What follows belongs to an exercise in optimizing a design on an open flow for small area, a short achievable clock period and few clock cycles per item; a production flow would make more cautious choices. Where RTL was checked, it was by simulation tests only, not by an equivalence proof against the original. Power figures rest on the tool's default switching activity, not on a simulated workload.

## systolic_array
module systolic_array #(
    parameter int width_p        = 8,
    parameter int array_width_p  = 8,
    parameter int array_height_p = 8
) (
    input  logic               clk_i,
    input  logic               reset_i,
    input  logic               en_i,
    input  logic               flush_i,
    input  logic               valid_i,
    input  logic [width_p-1:0] data_i,
    output logic               ready_o,
    output logic               valid_o,
    output logic [width_p-1:0] data_o,
    input  logic               yumi_i
);
export LEC_CHECK = 0
export CAP_MARGIN = 20
export CORE_MARGIN = 2
export CORE_UTILIZATION = 50
export SETUP_SLACK_MARGIN = 5
export SLEW_MARGIN = 20
create_clock -name core_clock -period 10.0 [get_ports {clk_i}]
run.sh (not shown) runs the stock make flow with config.mk's settings and CLKGATE_MAP_FILE= SYNTH_SCRIPT=/design/flow/synth_recipe.tcl, a recipe that flattens the netlist after the stock synthesis.
Then changed:
==> flow/flow/run.sh (new file) <==
#!/bin/bash
# The standard layout, with a tighter setup target for the repair steps and faster port buffers.
set -euo pipefail
bash standard.sh SETUP_SLACK_MARGIN=6.3 "BUFFER_PORTS_ARGS=-buffer_cell sky130_fd_sc_hd__buf_4" finish > make_finish.log 2>&1
==> flow/standard.sh (new file) <==
#!/bin/bash
# synth_recipe.tcl (not shown) runs the flow's synth.tcl, then flattens the netlist and writes it again
# the make line also repeats each setting of config.mk as NAME=value (left out here)
make -C /OpenROAD-flow-scripts/flow DESIGN_CONFIG=/design/flow/config.mk WORK_HOME=/design/flow/orfs CLKGATE_MAP_FILE= SYNTH_SCRIPT=/design/flow/synth_recipe.tcl "${@:-finish}"
removed: flow/run.sh
Result: Cell count grows by 2.2%. Via count grows by 3.0%. Global-route usage grows by 1.9 points. Sequential share of layout area shrinks by 2.9 points. Total power grows by 2.5%. Register-to-register slack gets better by 0.62 ns.
No functional check of the RTL was part of any run of this note.


The RTL this note starts from:
==> flow/design.v <==
module systolic_array #(
    parameter int width_p        = 8,
    parameter int array_width_p  = 8,
    parameter int array_height_p = 8
) (
    input  logic               clk_i,
    input  logic               reset_i,
    input  logic               en_i,
    input  logic               flush_i,
    input  logic               valid_i,
    input  logic [width_p-1:0] data_i,
    output logic               ready_o,
    output logic               valid_o,
    output logic [width_p-1:0] data_o,
    input  logic               yumi_i
);
    localparam int N  = 8;         
    localparam int NA = N * N;     
    localparam int ND = 7;         
    logic          ld_q;           
    logic [7:0]    cnt_q;          
    logic          av_q;           
    logic          sv_q;           
    logic [6:0]    u_q;            
    logic [2:0]    ph_q;           
    logic [6:0]    k_q;            
    logic          valid_q;
    logic [ND-1:0] dv_q;           
    logic [7:0] ain_q;
    logic [7:0] din_q;             
    logic [ND-1:0][7:0] dd_q;      
    logic [ND-1:0][2:0] dt_q;      
    logic [NA-1:0][7:0] a_q;       
    logic [N-1:0][N-1:0][7:0] c_q;   
    logic [7:0] data_q;
    logic ready_q;
    assign ready_q = ld_q & ~cnt_q[7];
    assign ready_o = reset_i & en_i & ready_q;
    assign valid_o = valid_q;
    assign data_o  = data_q;
    logic accept, accept_a, accept_b, first_b, flush_take, take, flushed;
    logic aligned, done_ok, load_out, shift_a, last, clr;
    logic [2:0] ph_n;
    logic [6:0] nx;
    assign accept     = en_i & valid_i & ready_q;
    assign accept_a   = accept & ~cnt_q[6];
    assign accept_b   = accept & cnt_q[6];
    assign first_b    = accept_b & (cnt_q[5:0] == 6'd0);
    assign flush_take = en_i & flush_i & ld_q;
    assign take       = en_i & yumi_i & valid_q;
    assign flushed    = ~ld_q | flush_i;
    assign ph_n       = ph_q + 3'd1;
    assign nx         = u_q + 7'(sv_q);
    logic       pick;
    logic [7:0] pick_d;
    always_comb begin
        pick   = 1'b0;
        pick_d = '0;
        if (accept_b & ((cnt_q[2:0] == ph_n) | first_b)) begin
            pick   = 1'b1;
            pick_d = data_i;
        end
        for (int s = 0; s < ND; s++) begin
            if (dv_q[s] & (dt_q[s] == ph_n)) begin
                pick   = 1'b1;
                pick_d = pick_d | dd_q[s];
            end
        end
        if (~ld_q & ~nx[6] & (nx[2:0] == ph_n)) pick = 1'b1;
    end
    assign aligned  = (ph_q + 3'd2) == k_q[2:0];
    assign done_ok  = u_q[6] | ((u_q[5:3] == 3'd7) & (u_q[2:0] > k_q[2:0]));
    assign load_out = en_i & (~valid_q | yumi_i) & flushed & ~k_q[6] & (k_q[5:3] != 3'd0 | done_ok) &
                      aligned;
    assign shift_a  = av_q | (sv_q & (u_q[2:0] == 3'd7));
    assign last     = take & k_q[6];
    assign clr      = ~nx[6] & ~nx[5] & ~nx[4] & ~nx[3] & (ph_n >= nx[2:0]);
    always_ff @(posedge clk_i or negedge reset_i) begin
        if (!reset_i) begin
            ld_q    <= 1'b1;
            cnt_q   <= '0;
            av_q    <= 1'b0;
            sv_q    <= 1'b0;
            u_q     <= '0;
            ph_q    <= '0;
            k_q     <= '0;
            valid_q <= 1'b0;
            dv_q    <= '0;
        end else begin
            av_q <= accept_a;
            sv_q <= pick;
            u_q  <= nx;
            ph_q <= first_b ? 3'd0 : ph_n;
            dv_q <= {dv_q[ND-2:0], accept_b};
            if (accept) cnt_q <= cnt_q + 8'd1;
            if (flush_take) ld_q <= 1'b0;
            if (load_out) begin
                k_q     <= k_q + 7'd1;
                valid_q <= 1'b1;
            end else if (take) begin
                valid_q <= 1'b0;
            end
            if (last) begin
                ld_q  <= 1'b1;
                cnt_q <= '0;
                u_q   <= '0;
                k_q   <= '0;
            end
        end
    end
    always_ff @(posedge clk_i) begin
        ain_q <= data_i;
        din_q <= pick_d;
        dd_q  <= {dd_q[ND-2:0], data_i};
        dt_q  <= {dt_q[ND-2:0], cnt_q[2:0]};
    end
    always_ff @(posedge clk_i) begin
        if (shift_a) begin
            a_q[0] <= ain_q;
            for (int s = 1; s < NA; s++) a_q[s] <= a_q[s-1];
        end
    end
    logic [N-1:0][7:0] mac;
    for (genvar i = 0; i < N; i++) begin : g_mac
        sa_mac u_mac (.a(a_q[NA-1-N*i]), .d(din_q), .c(c_q[i][N-1]), .y(mac[i]));
    end
    always_ff @(posedge clk_i) begin
        for (int i = 0; i < N; i++) begin
            c_q[i][0] <= mac[i];
            for (int n = 1; n < N-1; n++) c_q[i][n] <= c_q[i][n-1];
            c_q[i][N-1] <= clr ? 8'd0 : c_q[i][N-2];
        end
    end
    always_ff @(posedge clk_i) begin
        if (load_out) data_q <= c_q[k_q[5:3]][5];
    end
endmodule
module sa_mac (
    input  logic [7:0] a,
    input  logic [7:0] d,
    input  logic [7:0] c,
    output logic [7:0] y
);
    logic t1, t2, t3, t4, t5, t6, t7, t8, t9, t10, t11, t12, t13, t14, t15, t16, t17, t18, t19, t20, t21, t22, t23, t24, t25, t26, t27, t28, t29, t30, t31, t32, t33, t34, t35, t36, t37, t38, t39, t40, t41, t42, t43, t44, t45, t46, t47, t48, t49, t50, t51, t52, t53, t54, t55, t56, t57, t58, t59, t60, t61, t62, t63, t64, t65, t66, t67, t68, t69, t70, t71, t72, t73, t74, t75, t76, t77, t78, t79, t80, t81, t82, t83, t84, t85, t86, t87, t88, t89, t90, t91, t92, t93;
    logic [7:0] x0, x1;
    assign t1 = a[0] & d[0];
    assign t2 = c[0];
    assign t3 = a[0] & d[1];
    assign t4 = a[1] & d[0];
    assign t5 = c[1];
    assign t6 = a[0] & d[2];
    assign t7 = a[1] & d[1];
    assign t8 = a[2] & d[0];
    assign t9 = c[2];
    assign t10 = a[0] & d[3];
    assign t11 = a[1] & d[2];
    assign t12 = a[2] & d[1];
    assign t13 = a[3] & d[0];
    assign t14 = c[3];
    assign t15 = a[0] & d[4];
    assign t16 = a[1] & d[3];
    assign t17 = a[2] & d[2];
    assign t18 = a[3] & d[1];
    assign t19 = a[4] & d[0];
    assign t20 = c[4];
    assign t21 = a[0] & d[5];
    assign t22 = a[1] & d[4];
    assign t23 = a[2] & d[3];
    assign t24 = a[3] & d[2];
    assign t25 = a[4] & d[1];
    assign t26 = a[5] & d[0];
    assign t27 = c[5];
    assign t28 = a[0] & d[6];
    assign t29 = a[1] & d[5];
    assign t30 = a[2] & d[4];
    assign t31 = a[3] & d[3];
    assign t32 = a[4] & d[2];
    assign t33 = a[5] & d[1];
    assign t34 = a[6] & d[0];
    assign t35 = c[6];
    assign t36 = a[0] & d[7];
    assign t37 = a[1] & d[6];
    assign t38 = a[2] & d[5];
    assign t39 = a[3] & d[4];
    assign t40 = a[4] & d[3];
    assign t41 = a[5] & d[2];
    assign t42 = a[6] & d[1];
    assign t43 = a[7] & d[0];
    assign t44 = c[7];
    assign t45 = t21 ^ t22;
    assign t46 = t21 & t22;
    assign t47 = t28 ^ t29 ^ t30;
    assign t48 = (t28 & t29) | (t28 & t30) | (t29 & t30);
    assign t49 = t31 ^ t32;
    assign t50 = t31 & t32;
    assign t51 = t36 ^ t37 ^ t38;
    assign t52 = t39 ^ t40 ^ t41;
    assign t53 = t42 ^ t43;
    assign t54 = t10 ^ t11;
    assign t55 = t10 & t11;
    assign t56 = t15 ^ t16 ^ t17;
    assign t57 = (t15 & t16) | (t15 & t17) | (t16 & t17);
    assign t58 = t18 ^ t19;
    assign t59 = t18 & t19;
    assign t60 = t45 ^ t23 ^ t24;
    assign t61 = (t45 & t23) | (t45 & t24) | (t23 & t24);
    assign t62 = t25 ^ t26 ^ t27;
    assign t63 = (t25 & t26) | (t25 & t27) | (t26 & t27);
    assign t64 = t47 ^ t49 ^ t33;
    assign t65 = (t47 & t49) | (t47 & t33) | (t49 & t33);
    assign t66 = t34 ^ t35 ^ t46;
    assign t67 = (t34 & t35) | (t34 & t46) | (t35 & t46);
    assign t68 = t51 ^ t52 ^ t53;
    assign t69 = t44 ^ t48 ^ t50;
    assign t70 = t6 ^ t7;
    assign t71 = t6 & t7;
    assign t72 = t54 ^ t12 ^ t13;
    assign t73 = (t54 & t12) | (t54 & t13) | (t12 & t13);
    assign t74 = t56 ^ t58 ^ t20;
    assign t75 = (t56 & t58) | (t56 & t20) | (t58 & t20);
    assign t76 = t60 ^ t62 ^ t57;
    assign t77 = (t60 & t62) | (t60 & t57) | (t62 & t57);
    assign t78 = t64 ^ t66 ^ t61;
    assign t79 = (t64 & t66) | (t64 & t61) | (t66 & t61);
    assign t80 = t68 ^ t69 ^ t65;
    assign t81 = t3 ^ t4;
    assign t82 = t3 & t4;
    assign t83 = t70 ^ t8 ^ t9;
    assign t84 = (t70 & t8) | (t70 & t9) | (t8 & t9);
    assign t85 = t72 ^ t14 ^ t71;
    assign t86 = (t72 & t14) | (t72 & t71) | (t14 & t71);
    assign t87 = t74 ^ t55 ^ t73;
    assign t88 = (t74 & t55) | (t74 & t73) | (t55 & t73);
    assign t89 = t76 ^ t59 ^ t75;
    assign t90 = (t76 & t59) | (t76 & t75) | (t59 & t75);
    assign t91 = t78 ^ t63 ^ t77;
    assign t92 = (t78 & t63) | (t78 & t77) | (t63 & t77);
    assign t93 = t80 ^ t67 ^ t79;
    assign x0 = {t93, t91, t89, t87, t85, t83, t81, t1};
    assign x1 = {t92, t90, t88, t86, t84, t82, t5, t2};
    assign y  = x0 + x1;
endmodule
Settings: LEC_CHECK=0, CAP_MARGIN=20, CORE_MARGIN=2, CORE_UTILIZATION=50, CTS_BUF_LIST=sky130_fd_sc_hd__clkbuf_4 sky130_fd_sc_hd__clkbuf_8, SETUP_SLACK_MARGIN=5, SLEW_MARGIN=20; clock period 10.0 ns.
standard.sh (not shown) runs the stock make flow with config.mk's settings and CLKGATE_MAP_FILE= SYNTH_SCRIPT=/design/flow/synth_recipe.tcl, a recipe that flattens the netlist after the stock synthesis.
==> flow/flow/run.sh <==
#!/bin/bash
# The standard layout, with a tighter setup target for the repair steps and faster port buffers.
set -euo pipefail
bash standard.sh SETUP_SLACK_MARGIN=5.8 "BUFFER_PORTS_ARGS=-buffer_cell sky130_fd_sc_hd__buf_2" finish > make_finish.log 2>&1
The starting point passed the timing, DRC and antenna checks.
Testbench counts at the start, summed over its fixed seeds: cycles 12,288, jobs 64.
==> next run, changes <==
--- a/flow/config.mk
+++ b/flow/config.mk
@@ -8,6 +8,8 @@
 export CAP_MARGIN = 20
 export CORE_MARGIN = 2
-export CORE_UTILIZATION = 50
-export CTS_BUF_LIST = sky130_fd_sc_hd__clkbuf_4 sky130_fd_sc_hd__clkbuf_8
+export CORE_UTILIZATION = 65
+export CTS_BUF_LIST = sky130_fd_sc_hd__clkbuf_16
+export CTS_CLUSTER_DIAMETER = 100
+export CTS_CLUSTER_SIZE = 30
 export SETUP_SLACK_MARGIN = 5
 export SLEW_MARGIN = 20
Result: Synthesized cell count stays the same; combinational power hardly moves; hold slack improved by 0.021 ns; flip-flop and latch count does not change; clock-buffer cell count decreases by 231; wire length decreases by 5.8%; total power decreases by 22%; sequential share of layout area increases by 4.6 points; core utilization increases by 13 points; worst setup slack stays flat; first-iteration DRC count decreases by 6.5%.
==> next run, changes <==
--- a/flow/config.mk
+++ b/flow/config.mk
@@ -8,5 +8,5 @@
 export CAP_MARGIN = 20
 export CORE_MARGIN = 2
-export CORE_UTILIZATION = 65
+export CORE_UTILIZATION = 75
 export CTS_BUF_LIST = sky130_fd_sc_hd__clkbuf_16
 export CTS_CLUSTER_DIAMETER = 100
The changed run ran to the end with no violations.
Via count increases by a few percent.
Total power is about the same.
Die area falls by roughly a tenth.
Design area drops slightly.
Synthesized area does not change.
Count of clock-buffer cells in the layout decreases by 1.
Global-route usage goes up by 4.9 points.
Worst setup slack barely changes.
Routed wire length went up by a few percent.
Maximum frequency is about the same.

## separate check: timing with driven ports
In the flow no input, the clock included, has a driving cell. The finished layouts below were timed again as built, in two steps. Step 1, drivers: a clkbuf_16 drives clk_i and a buf_2 each remaining input, both assumed. Step 2 times the ports against the registers' clock, not the clock port: input delays grow and output delays shrink by t, the midpoint of the rising clock arrivals with the driver on. Three values: ideal ports, drivers, drivers and shift; two values: the first two.
run	t, ns	slack for setup (ns)	hold slack, ns
the first run of note 1	0.730	5.081 / 5.019 / 5.019	0.313 / 0.313 / 0.313
the second run of note 1	0.732	5.641 / 5.547 / 5.547	0.316 / 0.316 / 0.316
the first run of note 2	0.862	5.640 / 5.533 / 5.533	0.295 / 0.295 / 0.295
the second run of note 2	0.673	5.642 / 5.531 / 5.531	0.317 / 0.317 / 0.317
the third run of note 2	0.665	5.640 / 5.521 / 5.521	0.328 / 0.328 / 0.328
After both steps every run listed still meets setup and hold. For the third run of note 2, which loses most, drivers alone change the setup slack by -0.119 ns; drivers and shift together by -0.119 ns.
